Source: an optimization exercise on an open RTL-to-GDS flow (aim: small area, a short achievable clock period and few clock cycles per item). Production flows keep margins and buffers that such runs may drop.
Where RTL was checked, it was by simulation tests only, not by an equivalence proof against the original.

==> inputs of wip/raven <==
Design ntt_barrett_modmul, start of the top module:
module ntt_barrett_modmul #(
    parameter int unsigned W   = 16,
    parameter int unsigned PW  = 16,
    parameter int unsigned LAT = ntt_barrett_modmul_pkg::PIPE_LAT
) (
    input  logic          clk,
    input  logic          reset,
    input  logic          cfg_load,
    input  logic [W-1:0]  cfg_q,
    output logic          cfg_busy,
    output logic          cfg_err,
    output logic          cfg_ready,
    input  logic          in_valid,
    output logic          in_ready,
    input  logic [W-1:0]  in_a,
    input  logic [W-1:0]  in_w,
    input  logic [PW-1:0] in_pass,
    output logic          out_valid,
    input  logic          out_ready,
    output logic [W-1:0]  out_data,
    output logic [PW-1:0] out_pass
);
clock: 10.0 ns
lec_check: 0
cap_margin: 20
core_margin: 2
core_utilization: 40
slew_margin: 20
synth_hierarchical: 1
synth_minimum_keep_size: 0
run.sh (not shown) runs the stock make flow with config.mk's settings and CLKGATE_MAP_FILE= SYNTH_SCRIPT=/design/flow/synth_recipe.tcl, a recipe that flattens the netlist after the stock synthesis.
==> wip/yarrow: changes against wip/raven <==
- SETUP_SLACK_MARGIN: default -> 5
==> notes <==
In wip/raven the non-clock buffer count is lower than in wip/yarrow, by 340.
Of wip/yarrow and wip/raven, wip/yarrow has the higher first-iteration DRC count (gap 3.7%, measured against wip/raven).
Against wip/raven, the count of clock-buffer cells in the layout of wip/yarrow is higher by 7.
In flip-flop and latch count, wip/yarrow and wip/raven do not differ.
Between wip/raven and wip/yarrow, the lower worst setup slack is in wip/raven (gap 0.88 ns).
Against wip/raven, the design area of wip/yarrow is larger by about 10%.
Synthesized cell count is the same in wip/raven and wip/yarrow.
Between wip/raven and wip/yarrow, the lower global-route usage is in wip/raven (gap 1.4 points).
==> figures <==
quantity                                                             wip/yarrow          wip/raven
Run status                                             timing/DRC/antenna clean  timing/DRC/antenna clean
Fill cell total of the finished layout                                    10200              10700
Quantity of gates resized following cts                                     358                  0
Pre-CTS setup slack                                                     3.15 ns            3.41 ns
Maximum number of pins on one net before global-route repair                 80                 82
Worst setup path endpoint                                     y_q[19]$_DFFE_PP_  y_q[31]$_DFFE_PP_
Data arrival, critical path                                             6.18 ns            7.08 ns
Final worst-path cycle share                                              0.582              0.670
Number of buffers outside the clock class in the layout                     482                142
Final Non-Filler Cells                                                     6301               5961
Most used cell, CP                                                        buf_6               fa_1
Layout cell share with drive strength beyond 1                            0.183             0.0469
Crit path max-delay cell type                                              fa_1           edfxtp_1
Minimum clock period after layout                                       5.82 ns            6.70 ns
Number of clock buffers in the layout                                        64                 57
No functional check of the RTL was part of any run of this note.

========
==> inputs of run a <==
ntt_barrett_modmul, a different RTL version from the one above (not shown whole).
Settings: LEC_CHECK=0, CAP_MARGIN=20, CORE_MARGIN=2, CORE_UTILIZATION=40, SETUP_SLACK_MARGIN=5, SLEW_MARGIN=20, SYNTH_HIERARCHICAL=1, SYNTH_MINIMUM_KEEP_SIZE=0; clock period 10.0 ns.
==> run b: changes against run a <==
--- a/flow/design.v
+++ b/flow/design.v
@@ -2674,51 +2674,41 @@
     logic [18:0] k2_c;
     logic [18:0] r0;
     logic [18:0] r1;
     logic [18:0] r2;
     logic [15:0] res;
     logic [15:0] a_q;
     logic [15:0] w_q;
-    logic [31:0] m1s_q;
-    logic [31:0] m1c_q;
     logic [31:0] pn_q;
-    logic [31:0] m2s_q;
-    logic [31:0] m2c_q;
     logic [31:0] y_q;
-    logic [20:0] m3s_q;
-    logic [20:0] m3c_q;
-    logic [18:0] xl3_q;
     logic [15:0] tn_q;
     logic [18:0] xl_q;
     logic [18:0] m4s_q;
     logic [18:0] m4c_q;
-    logic [7:0] v_q;
+    logic [4:0] v_q;
     logic [15:0] p0_q;
     logic [15:0] p1_q;
     logic [15:0] p2_q;
     logic [15:0] p3_q;
     logic [15:0] p4_q;
-    logic [15:0] p5_q;
-    logic [15:0] p6_q;
-    logic [15:0] p7_q;
     barrett_mu_div u_div (
         .clk    (clk),
         .reset  (reset),
         .start  (cfg_ok),
         .q      (cfg_q),
         .c_rdy  (c_rdy),
         .mu_rdy (mu_rdy),
         .nqn    (nqn_val),
         .cn     (cn_val),
         .mu     (mu_val),
         .sh     (sh_val)
     );
     assign pipe_empty = (v_q == '0) && !out_v_q;
     assign cfg_ok     = cfg_load && pipe_empty && (cfg_q[15:1] != 15'd0);
-    assign en         = (!out_v_q || out_ready) && !(v_q[2] && !c_rdy) && !(v_q[4] && !mu_rdy);
+    assign en         = (!out_v_q || out_ready) && !(v_q[1] && !c_rdy) && !(v_q[2] && !mu_rdy);
     assign in_ready   = cfg_ready_q && en;
     assign fire       = in_valid && in_ready;
     assign cfg_busy   = 1'b0;
     assign cfg_err    = cfg_err_q;
     assign cfg_ready  = cfg_ready_q;
     assign out_valid  = out_v_q;
     assign out_data   = out_d_q;
@@ -3187,15 +3177,15 @@
     csa_fa u_m1_667 (.a(m1_253), .b(m1_658), .c(m1_665), .s(m1_667), .co(m1_668));
     csa_fa u_m1_669 (.a(m1_660), .b(m1_667), .c(m1_662), .s(m1_669), .co(m1_670));
     csa_fa u_m1_671 (.a(m1_224), .b(m1_239), .c(m1_254), .s(m1_671), .co(m1_672));
     csa_fa u_m1_673 (.a(m1_666), .b(m1_671), .c(m1_668), .s(m1_673), .co(m1_674));
     csa_fa u_m1_675 (.a(m1_240), .b(m1_255), .c(m1_672), .s(m1_675), .co(m1_676));
     assign m1_sn = {1'b1, m1_256, m1_674, m1_670, m1_664, m1_656, m1_646, m1_634, m1_620, m1_604, m1_586, m1_566, m1_544, m1_520, m1_494, m1_491, m1_438, m1_412, m1_388, m1_366, m1_363, m1_328, m1_325, m1_309, m1_295, m1_283, m1_273, m1_265, m1_259, m1_33, m1_2, m1_1};
     assign m1_cn = {1'b1, m1_676, m1_675, m1_673, m1_669, m1_663, m1_655, m1_645, m1_633, m1_619, m1_603, m1_585, m1_565, m1_543, m1_519, m1_493, m1_465, m1_437, m1_411, m1_387, m1_365, m1_345, m1_327, m1_311, m1_297, m1_285, m1_275, m1_267, m1_261, m1_257, m1_17, 1'b1};
-    assign pn_sum = m1s_q + m1c_q + 32'd1;
+    assign pn_sum = m1_sn + m1_cn + 32'd1;
     assign pl    = ~pn_q[15:0];
     assign pl_sh = 31'(pl) << (4'd15 - sh_val);
     assign m2_677 = ~(pn_q[16] | cn_val[0]);
     assign m2_678 = ~(pn_q[16] | cn_val[1]);
     assign m2_679 = ~(pn_q[16] | cn_val[2]);
     assign m2_680 = ~(pn_q[16] | cn_val[3]);
     assign m2_681 = ~(pn_q[16] | cn_val[4]);
@@ -3688,15 +3678,15 @@
     csa_fa u_m2_1403 (.a(m2_1394), .b(m2_1401), .c(m2_1396), .s(m2_1403), .co(m2_1404));
     csa_fa u_m2_1405 (.a(pl_sh[28]), .b(m2_1403), .c(m2_1398), .s(m2_1405), .co(m2_1406));
     csa_fa u_m2_1407 (.a(m2_916), .b(m2_931), .c(m2_1402), .s(m2_1407), .co(m2_1408));
     csa_fa u_m2_1409 (.a(m2_1407), .b(pl_sh[29]), .c(m2_1404), .s(m2_1409), .co(m2_1410));
     csa_fa u_m2_1411 (.a(m2_932), .b(m2_1408), .c(pl_sh[30]), .s(m2_1411), .co(m2_1412));
     assign m2_s = {m2_1412, m2_1410, m2_1406, m2_1400, m2_1392, m2_1382, m2_1370, m2_1356, m2_1340, m2_1322, m2_1302, m2_1280, m2_1256, m2_1230, m2_1202, m2_1172, m2_1142, m2_1114, m2_1088, m2_1064, m2_1042, m2_1022, m2_1004, m2_988, m2_985, m2_971, m2_959, m2_949, pl_sh[3], pl_sh[2], pl_sh[1], m2_677};
     assign m2_c = {1'b0, m2_1411, m2_1409, m2_1405, m2_1399, m2_1391, m2_1381, m2_1369, m2_1355, m2_1339, m2_1321, m2_1301, m2_1279, m2_1255, m2_1229, m2_1201, m2_1171, m2_1141, m2_1113, m2_1087, m2_1063, m2_1041, m2_1021, m2_1003, m2_987, m2_973, m2_961, m2_951, m2_943, m2_937, m2_933, pl_sh[0]};
-    assign y_sum = m2s_q + m2c_q;
+    assign y_sum = m2_s + m2_c;
     assign xl_d = 19'(y_q >> (4'd15 - sh_val));
     assign m3_1413 = ~(y_q[15] & mu_val[13]);
     assign m3_1414 = ~(y_q[15] & mu_val[14]);
     assign m3_1415 = ~(y_q[15] & mu_val[15]);
     assign m3_1416 = ~(y_q[15] & mu_val[16]);
     assign m3_1417 = ~y_q[15];
     assign m3_1418 = ~(y_q[16] & mu_val[12]);
@@ -4084,15 +4074,15 @@
     csa_fa u_m3_1972 (.a(m3_1624), .b(m3_1963), .c(m3_1970), .s(m3_1972), .co(m3_1973));
     csa_fa u_m3_1974 (.a(m3_1965), .b(m3_1972), .c(m3_1967), .s(m3_1974), .co(m3_1975));
     csa_fa u_m3_1976 (.a(m3_1591), .b(m3_1608), .c(m3_1625), .s(m3_1976), .co(m3_1977));
     csa_fa u_m3_1978 (.a(m3_1971), .b(m3_1976), .c(m3_1973), .s(m3_1978), .co(m3_1979));
     csa_fa u_m3_1980 (.a(m3_1609), .b(m3_1626), .c(m3_1977), .s(m3_1980), .co(m3_1981));
     assign m3_sn = {m3_1627, m3_1979, m3_1975, m3_1969, m3_1961, m3_1951, m3_1939, m3_1925, m3_1909, m3_1891, m3_1871, m3_1849, m3_1825, m3_1799, m3_1769, m3_1768, m3_1738, m3_1708, m3_1680, m3_1656, m3_1636};
     assign m3_cn = {m3_1981, m3_1980, m3_1978, m3_1974, m3_1968, m3_1960, m3_1950, m3_1938, m3_1924, m3_1908, m3_1890, m3_1870, m3_1848, m3_1824, m3_1798, m3_1770, m3_1740, m3_1710, m3_1682, m3_1658, m3_1638};
-    assign tn_sum = m3s_q + m3c_q + 21'd1;
+    assign tn_sum = m3_sn + m3_cn + 21'd1;
     assign m4_1982 = ~(tn_q[0] | nqn_val[0]);
     assign m4_1983 = ~(tn_q[0] | nqn_val[1]);
     assign m4_1984 = ~(tn_q[0] | nqn_val[2]);
     assign m4_1985 = ~(tn_q[0] | nqn_val[3]);
     assign m4_1986 = ~(tn_q[0] | nqn_val[4]);
     assign m4_1987 = ~(tn_q[0] | nqn_val[5]);
     assign m4_1988 = ~(tn_q[0] | nqn_val[6]);
@@ -4502,36 +4492,26 @@
         end
     end
     always_ff @(posedge clk) begin
         if (en) begin
             a_q <= in_a;
             w_q <= in_w;
             p0_q <= in_pass;
-            m1s_q <= m1_sn;
-            m1c_q <= m1_cn;
-            p1_q <= p0_q;
             pn_q <= pn_sum;
-            p2_q <= p1_q;
-            m2s_q <= m2_s;
-            m2c_q <= m2_c;
-            p3_q <= p2_q;
+            p1_q <= p0_q;
             y_q <= y_sum;
-            p4_q <= p3_q;
-            m3s_q <= m3_sn;
-            m3c_q <= m3_cn;
-            xl3_q <= xl_d;
-            p5_q <= p4_q;
+            p2_q <= p1_q;
             tn_q <= tn_sum[20:5];
-            xl_q <= xl3_q;
-            p6_q <= p5_q;
+            xl_q <= xl_d;
+            p3_q <= p2_q;
             m4s_q <= m4_s;
             m4c_q <= m4_c;
-            p7_q <= p6_q;
+            p4_q <= p3_q;
             out_d_q <= res;
-            out_p_q <= p7_q;
+            out_p_q <= p4_q;
         end
     end
 endmodule
 module csa_fa (
     input  logic a,
     input  logic b,
     input  logic c,
==> comparison <==
In run b the first-iteration DRC count is larger than in run a, by about 17%. Worst hold slack is about the same in run a and run b. Clock-buffer cell count: run b is lower than run a (23). Clock skew: run a is higher than run b (0.011 ns). In run a the routed wire length is smaller than in run b, by 3.0%. Against run a, the via count of run b is larger by 1.7%.
==> figures <==
item                                                               run b                    run a
Result of the run                                complete, no violations  complete, no violations
Least setup slack across all paths after layout                 4.322 ns                 5.089 ns
Final min period                                                5.678 ns                 4.911 ns
Length of routed met2 wiring                                    64.77 mm                 62.02 mm
Number of gates resized after CTS                                    498                       57
Wire length of the first global-routing pass                    199.8 mm                 198.6 mm
Average cell area after synthesis                            10.66 sq um              11.79 sq um
Headroom to the max-slew limit                                    23.13%                   26.59%
Layout fillers                                                      9538                    11495
Overall fraction of global-route tracks in use                    22.69%                   19.46%
Vias in the first global route                                     35662                    35262
Register-to-Register Setup Slack                                 4.32 ns                  5.09 ns
Area taken by flip-flops and latches                         11150 sq um              18220 sq um
Testbench counts of run a, summed over its fixed seeds: cycles 8,696, items 8,192.
Only the layout flow was run in run b; the RTL was not checked for function there.

[what the ideal ports hide]
The results above use ideal ports. As a check the final layouts listed here were re-extracted and re-timed, cells and wires unchanged.
Step 1: set_driving_cell puts a clkbuf_16 on clk and a buf_2 on each other input, an assumption about the parent block.
Step 2 times the ports against the registers' clock, not the clock port: input delays grow and output delays shrink by t, the midpoint of the rising clock arrivals with the driver on.
Three values: ideal, step 1, step 2; two values: the first two.
| run | t, ns | slack for setup (ns) | worst slew at a driven data input, ns |
|---|---|---|---|
| wip/raven | 0.707 | 3.297 / 3.297 / 3.297 | 0.05 |
| wip/yarrow | 0.700 | 4.181 / 4.181 / 4.181 | 0.05 |
| run a | 0.732 | 5.089 / 5.089 / 4.612 | 0.13 |
| run b | 0.703 | 4.322 / 4.322 / 4.322 | 0.05 |
After both steps every run listed still meets setup and hold. For run a, which loses most, drivers alone change the setup slack by 0.000 ns; drivers and shift together by -0.477 ns.
